From an optimization exercise on the open Yosys and OpenROAD flow, aimed at small area and a short achievable clock period; shortcuts taken in it are not production practice.
No functional check of the RTL was part of any run shown here.
Power and IR drop assume default switching activity.

## flow/design.v (module list and top-level ports; edited modules follow where they fit)
// module speed_ramp: 2420 lines
// module fa_cell: 7 lines
// module ha_cell: 7 lines
// module slew_sel: 12 lines
// module multi_speed_ctrl: 129 lines
module multi_speed_ctrl
#(
    parameter int NUM_CH      = 6,
    parameter int GP_BITS     = 16,
    parameter int DEADBAND    = 4,
    parameter int RAMP_STEP   = 1000,
    parameter int WDOG_CYCLES = 3000
) (
    input  logic                        clk,
    input  logic                        rst_n,
    input  logic                        avail,
    input  logic [7:0]                  data,
    input  logic [32*NUM_CH-1:0]        max_spd,
    output logic [32*NUM_CH-1:0]        tgt_spd,
    output logic [GP_BITS-1:0]          gp_out,
    output logic [8*NUM_CH+GP_BITS-1:0] latched_data,
    output logic                        frame_ok,
    output logic                        frame_err,
    output logic                        timeout
);
  // ...
==> flow/flow/run.sh <==
#!/bin/bash
set -o pipefail
export BUFFER_PORTS_ARGS="-buffer_cell sky130_fd_sc_hd__buf_2"
bash standard.sh > standard.log 2>&1
==> flow/standard.sh <==
#!/bin/bash
# synth_recipe.tcl (not shown) runs the flow's synth.tcl, then flattens the netlist and writes it again
# the make line also repeats each setting of config.mk as NAME=value (left out here)
make -C /OpenROAD-flow-scripts/flow DESIGN_CONFIG=/design/flow/config.mk WORK_HOME=/design/flow/orfs CLKGATE_MAP_FILE= SYNTH_SCRIPT=/design/flow/synth_recipe.tcl "${@:-finish}"
==> flow/config.mk <==
export PLATFORM = sky130hd
export DESIGN_NAME = multi_speed_ctrl
export DESIGN_NICKNAME = multi_speed_ctrl
export VERILOG_FILES = /design/flow/design.v
export SDC_FILE = /design/flow/constraint.sdc
export NUM_CORES = 4
export LEC_CHECK = 0
export ABC_AREA = 1
export CAP_MARGIN = 5
export CORE_MARGIN = 2
export CORE_UTILIZATION = 40
export CTS_BUF_LIST = sky130_fd_sc_hd__clkbuf_4 sky130_fd_sc_hd__clkbuf_8
export PLACE_DENSITY = 0.8
export SETUP_SLACK_MARGIN = 4.5
export SLEW_MARGIN = 5
export SYNTH_HIERARCHICAL = 1
export SYNTH_MINIMUM_KEEP_SIZE = 0
==> flow/constraint.sdc <==
create_clock -name core_clock -period 8.5 [get_ports {clk}]
set_input_delay 1.7000 -clock core_clock [delete_from_list [all_inputs] [get_ports {clk}]]
set_output_delay 1.7000 -clock core_clock [all_outputs]
set_load 0.01 [all_outputs]
==> flow_metrics.tcl, run 1 <==
set metrics [dict create \
    die_width_um 457 \
    stdcell_area_um2 90000 \
    drt-met1-wl_um 99100 \
    slew_viol_final 0 \
    place_hpwl_um 182000 \
    powerSeq_mw 4.58 \
    multi_input_cells 7709 \
    placed_area_um2 84500 \
    area_growth_pct 9.83 \
    powerDensity_nw_per_um2 249 \
    clkPwrFrac_pct 18.9 \
    num-clock-buffers 225 \
    pwr-share-comb_pct 60.6 \
    post_cts_resized 105 \
    rr_startpoint "g_ch[2].u_ramp.tgt_q[28]" \
    diodes 10 \
    wire_per_inst_um 18.2 \
    crit_path_end_kind "output pin" \
    rsz0062_at_grt "true" \
    avgSynthCellArea_um2 7.90 \
    clk_path_buf_depth 3 \
    clock_area_share_pct 3.68 \
    required_ns 6.80 \
    synth-seq-area-share_pct 20.5 \
    highest_layer "met5" \
    fin_util_pct 44.1 \
    synth.net_count 12100 \
    max_freq_mhz 251 \
    crit_family "buffers and inverters" \
    power_mw 22.4 \
    io_buffer_count 477 \
    place_ws_ns 4.10 \
    met1_usage_pct 28.0 \
    outcome "no timing/DRC/antenna violations" \
    drive_above_1_share_pct 14.3 \
    multiInputGateArea_um2 57600 \
    place_congestion 0.955 \
]
==> run 2, diff against run 1 <==
--- a/flow/design.v
+++ b/flow/design.v
@@ -2439,20 +2439,24 @@
     assign eZ = z760 & z762 & z764 & z766 & z768 & z770 & z772 & z774 & z776 & z778 & z780 & z782 & z784 & z786 & z788 & z790 & z792 & z794 & z796 & z798 & z800 & z802 & z804;
     assign eO = o761 & o763 & o765 & o767 & o769 & o771 & o773 & o775 & o777 & o779 & o781 & o783 & o785 & o787 & o789 & o791 & o793 & o795 & o797 & o799 & o801 & o803 & o805;
     assign up = {u1184, u1183, u1182, u1181, u1180, u1179, u1178, u1177, u1176, u1175, u1174, u1173, u1172, u1171, u1170, u1169, u1168, u1167, u1166, u1165, u1164, y861, y860, y859, y858, y857, y856, y855, y854, y853, y852, tgt_q[0]};
     assign dn = {d1205, d1204, d1203, d1202, d1201, d1200, d1199, d1198, d1197, d1196, d1195, d1194, d1193, d1192, d1191, d1190, d1189, d1188, d1187, d1186, d1185, y911, y910, y909, y908, y907, y906, y905, y904, y903, y902, tgt_q[0]};
     logic        eHi, eLo;
     logic [31:0] tgt_d;
     assign eHi = e[9:0] >= 10'd1000;
     assign eLo = e[9:0] <= 10'd22;
-    slew_sel #(.W(16)) u_sel0 (.ez(eZ), .eo(eO), .es(e[32]), .hi(eHi), .lo(eLo), .zero(zero_i),
-        .up(up[15:0]), .dn(dn[15:0]), .cmd(cmd[15:0]), .d(tgt_d[15:0]));
-    slew_sel #(.W(16)) u_sel1 (.ez(eZ), .eo(eO), .es(e[32]), .hi(eHi), .lo(eLo), .zero(zero_i),
-        .up(up[31:16]), .dn(dn[31:16]), .cmd(cmd[31:16]), .d(tgt_d[31:16]));
+    slew_sel #(.W(8)) u_sel0 (.ez(eZ), .eo(eO), .es(e[32]), .hi(eHi), .lo(eLo), .zero(zero_i),
+        .up(up[7:0]), .dn(dn[7:0]), .cmd(cmd[7:0]), .d(tgt_d[7:0]));
+    slew_sel #(.W(8)) u_sel1 (.ez(eZ), .eo(eO), .es(e[32]), .hi(eHi), .lo(eLo), .zero(zero_i),
+        .up(up[15:8]), .dn(dn[15:8]), .cmd(cmd[15:8]), .d(tgt_d[15:8]));
+    slew_sel #(.W(8)) u_sel2 (.ez(eZ), .eo(eO), .es(e[32]), .hi(eHi), .lo(eLo), .zero(zero_i),
+        .up(up[23:16]), .dn(dn[23:16]), .cmd(cmd[23:16]), .d(tgt_d[23:16]));
+    slew_sel #(.W(8)) u_sel3 (.ez(eZ), .eo(eO), .es(e[32]), .hi(eHi), .lo(eLo), .zero(zero_i),
+        .up(up[31:24]), .dn(dn[31:24]), .cmd(cmd[31:24]), .d(tgt_d[31:24]));
     always_ff @(posedge clk) begin
         s_q   <= s_d;
         c_q   <= c_d;
         lc_q  <= lc_d;
         tgt_q <= tgt_d;
     end
     assign tgt_spd_o = tgt_q;
 endmodule
==> run 2 against run 1 <==
  * Clock skew up 0.0081 ns
  * Still clean
  * Highest routed layer unchanged
  * First-iteration DRC count rose by 4.9%
  * Synthesized area up 0.79%
  * Final cell count is 0.72% higher
  * Register-to-register slack worse by 0.03 ns
  * Core utilization hardly changed
  * Via count rose by 0.35%
  * Flip-flop and latch count did not move
  * Clock-buffer cell count shrank 10
==> flow_metrics.tcl, run 2 <==
set metrics [dict create \
    outcome "no timing/DRC/antenna violations" \
    rr_worst_depth 22 \
    path_max_fanout 8 \
    synth.most_common_cell "nand2_1" \
    avgSynthCellArea_um2 7.90 \
    area_growth_pct 9.35 \
    startpoint "frameOk_q" \
    cts_tree "yes" \
    async_reset_ff_share_pct 0 \
    die-area_um2 210000 \
    crit_family "buffers and inverters" \
    die_h_um 458 \
    synthesis.area_um2 82600 \
    drive_above_1_share_pct 14.7 \
    synth_top_family_by_area "adder cells" \
    synth-seq-cells 804 \
    worst-path-buf-inv 3 \
    drt-total-wl_um 241000 \
    power_mw 23.0 \
    synth.net_count 12100 \
    grt_pass1_wl_um 374000 \
    die_width_um 458 \
    synth-compound-area-share_pct 10.7 \
    synth_top_area_cell "dfxtp_1" \
    nets 12300 \
    clk_latency_ns 0.95 \
    drc 0 \
    period_needed_ns 3.92 \
    place_congestion 0.960 \
    place_hpwl_um 183000 \
    hold_path.class "register to register" \
    peakVddDrop_v 0.000233 \
    critPathLaunchType "register" \
    arrival_ns 2.22 \
    start_util_pct 40.3 \
    grt_pass1_vias 68000 \
    fin_ws_ns 4.58 \
    synth-xor-area-share_pct 12.9 \
    wire_per_inst_um 17.8 \
    syn_inst 10500 \
    synth_top_area_share_pct 17.8 \
    min_from "shift_q[8]" \
    ys_types 53 \
    firstDrtPassIters 6 \
    synth_edf_count 68 \
    max_slew_margin_pct 19.6 \
    hold_path_depth 0 \
    yosys_warnings 8 \
    track_usage_pct 22.0 \
    path_clk_slew_ns 0.06 \
    p_leak_nw 51.5 \
    place_ws_ns 3.96 \
    clock-root-buffer "clkbuf_8" \
    mostFrequentLayoutCells "nand2_1, inv_1, ha_1, xor2_1, nand3_1" \
    row_count 166 \
    worst-path-stages 6 \
    drt_iter0_drc 6814 \
    fin_skew_ns 0.0573 \
    cts_sinks 804 \
    via_per_inst 5.36 \
    slew_viol_final 0 \
    synthAdderAreaFrac_pct 25.7 \
    cpPeakStageDelay_ns 0.36 \
    overflow 0 \
    synth.area.top_cells "dfxtp_1, ha_1, xor2_1" \
    required_ns 6.80 \
    synthMuxAreaShare_pct 0 \
    cp_slowest_cell "dfxtp_4" \
    setup_tns_ns 0 \
    crit_path_end_kind "output pin" \
    ys.flop_type "dfxtp_1" \
    synth-seq-area-share_pct 20.3 \
    fin_crit_sh_pct 46.1 \
    htree_levels 4 \
    core-area_um2 205000 \
    final_common_cell "nand2_1" \
    rr_startpoint "g_ch[0].u_ramp.tgt_q[0]" \
    io_buffer_count 477 \
    pin_count 478 \
    clk_path_buf_depth 3 \
    powerDensity_nw_per_um2 255 \
    finalHoldViolations 0 \
    antenna_found_initial 36 \
    rsz0062_at_grt "true" \
    synth_simple_gate_area_share_pct 20.4 \
    cts_buffers 155 \
    vias 72300 \
    drv_cap 0 \
    max_freq_mhz 255 \
    finalSetupViolations 0 \
    grt_max_degree 106 \
    worst_slew_pin_slew_ns 1.21 \
    drtAntennaViolNets 0 \
    reg_top3 "g_ch.u_ramp.c_q x192, g_ch.u_ramp.s_q x192, g_ch.u_ramp.tgt_q x192" \
    yosys-top-cells-count "nand2_1, inv_1, ha_1" \
    path_cells "nor2_4 > buf_12 > clkbuf_16 > nand2_1 > nand2_2 > buf_4" \
    crit_type "register to output pin" \
]
==> run 2: power breakdown <==
part           switching, mW  total (mW)  internal [mW]
Combinational           9.07        13.9           4.79
Sequential             0.447        4.61           4.16
Clock                   1.91        4.53           2.61
==> run 2: what timing repair did <==
item,CTS,global route
gates resized for setup,58,107
cloned,3,15
buffers inserted,12,19
pin swaps,5,28
setup endpoints to repair,256,220
hold buffers,0,0
==> run 2: final cells by class <==
type | count | area [µm²]
Sequential cell | 804 | 16800
Timing Repair Buffer | 537 | 3190
Fill cell | 19700 | 115000
Multi-Input combinational cell | 7812 | 58100
Clock buffer | 215 | 2790
Antenna cell | 27 | 67.6
Tap cell | 2688 | 3360
Inverter | 1339 | 5150
Clock inverter | 71 | 827
==> run 2: cells by family (layout without fill, tap and decap cells) <==
logic type,Yosys count,after routing
flops,804,804
buf+inv,1852,2162
simple gates,3616,3628
compound gates,1491,1491
other cells,0,27
xor+xnor,1217,1217
fa+ha+maj,1476,1476
==> run 2: per-layer routing <==
metal	wire [µm]	GRT usage, %
met1	102000	28.9
met2	110000	35.0
met3	16600	3.31
met4	11700	10.9
met5	26	0
==> run 2: modules after synthesis, one instance, submodules excluded, a selection <==
module            cells inside  area (µm²)  times used  flip-flops and latches
fa_cell                      1        20.0         372                       0
ha_cell                      1        12.5         600                       0
multi_speed_ctrl          1096        9670           1                     222
speed_ramp                1118        8330           6                      97
==> run 2: stage by stage <==
stage,cells,hold slack (ns),util [%],instance area [µm²]
after detailed placement,13100,0.434,41.7,85500
after global placement,13100,0.430,41.7,85500
after global routing,13500,0.458,44.1,90300
after floorplan,10500,0.427,-,82600
after CTS,13400,0.442,43.7,89600
final,13500,0.435,44.1,90300
==> run 2: worst reg2reg max path, cell delays in order (launching register included) <==
cell     delay [ns]
dfxtp_1        0.37
inv_1          0.06
ha_1           0.18
or2_2          0.29
ha_1           0.28
ha_1           0.17
or2_2          0.29
nand3_1        0.08
nand2_1        0.10
nand2_1        0.08
nand3_1        0.13
ha_1           0.23
nor2_1         0.10
xor2_1         0.20
and3_1         0.18
nand3_1        0.08
a21oi_1        0.16
buf_6          0.19
nand2_1        0.21
nand3_1        0.15
nand3_1        0.08
nand2_1        0.06
inv_1          0.05
==> run 2: path summary, 6_finish.rpt <==
path                              to  slack (ns)
max reg2reg  g_ch[0].u_ramp.tgt_q[7]        4.66
min                      shift_q[12]        0.43
min reg2reg              shift_q[12]        0.43
max                 latched_data[61]        4.58

afterwards: timing with drivers on the ports:
The flow's constraints put no driver on any port. The routed layouts listed below were extracted and timed again, unchanged, in two steps.
Step 1 assumes that a clkbuf_16 drives the clock port and a buf_2 every other input.
Step 2 also shifts input and output timing later by t, the mid clock arrival at the registers, as if the neighbouring blocks saw the same clock.
Slacks: ideal / step 1 / step 2; pairs: ideal / step 1.
run | t (ns) | setup WS [ns] | hold WS [ns] | worst setup path at the end | worst data-port slew with drivers (ns)
run 1 | 0.996 | 4.524 / 4.429 / 4.172 | 0.451 / 0.451 / 0.451 | input to register | 0.14
run 2 | 0.994 | 4.583 / 4.498 / 3.990 | 0.435 / 0.435 / 0.435 | input to register | 0.21
After both steps setup and hold are still met in every run listed. For run 2, which loses most, drivers alone change the setup slack by -0.085 ns; drivers and shift together by -0.593 ns.
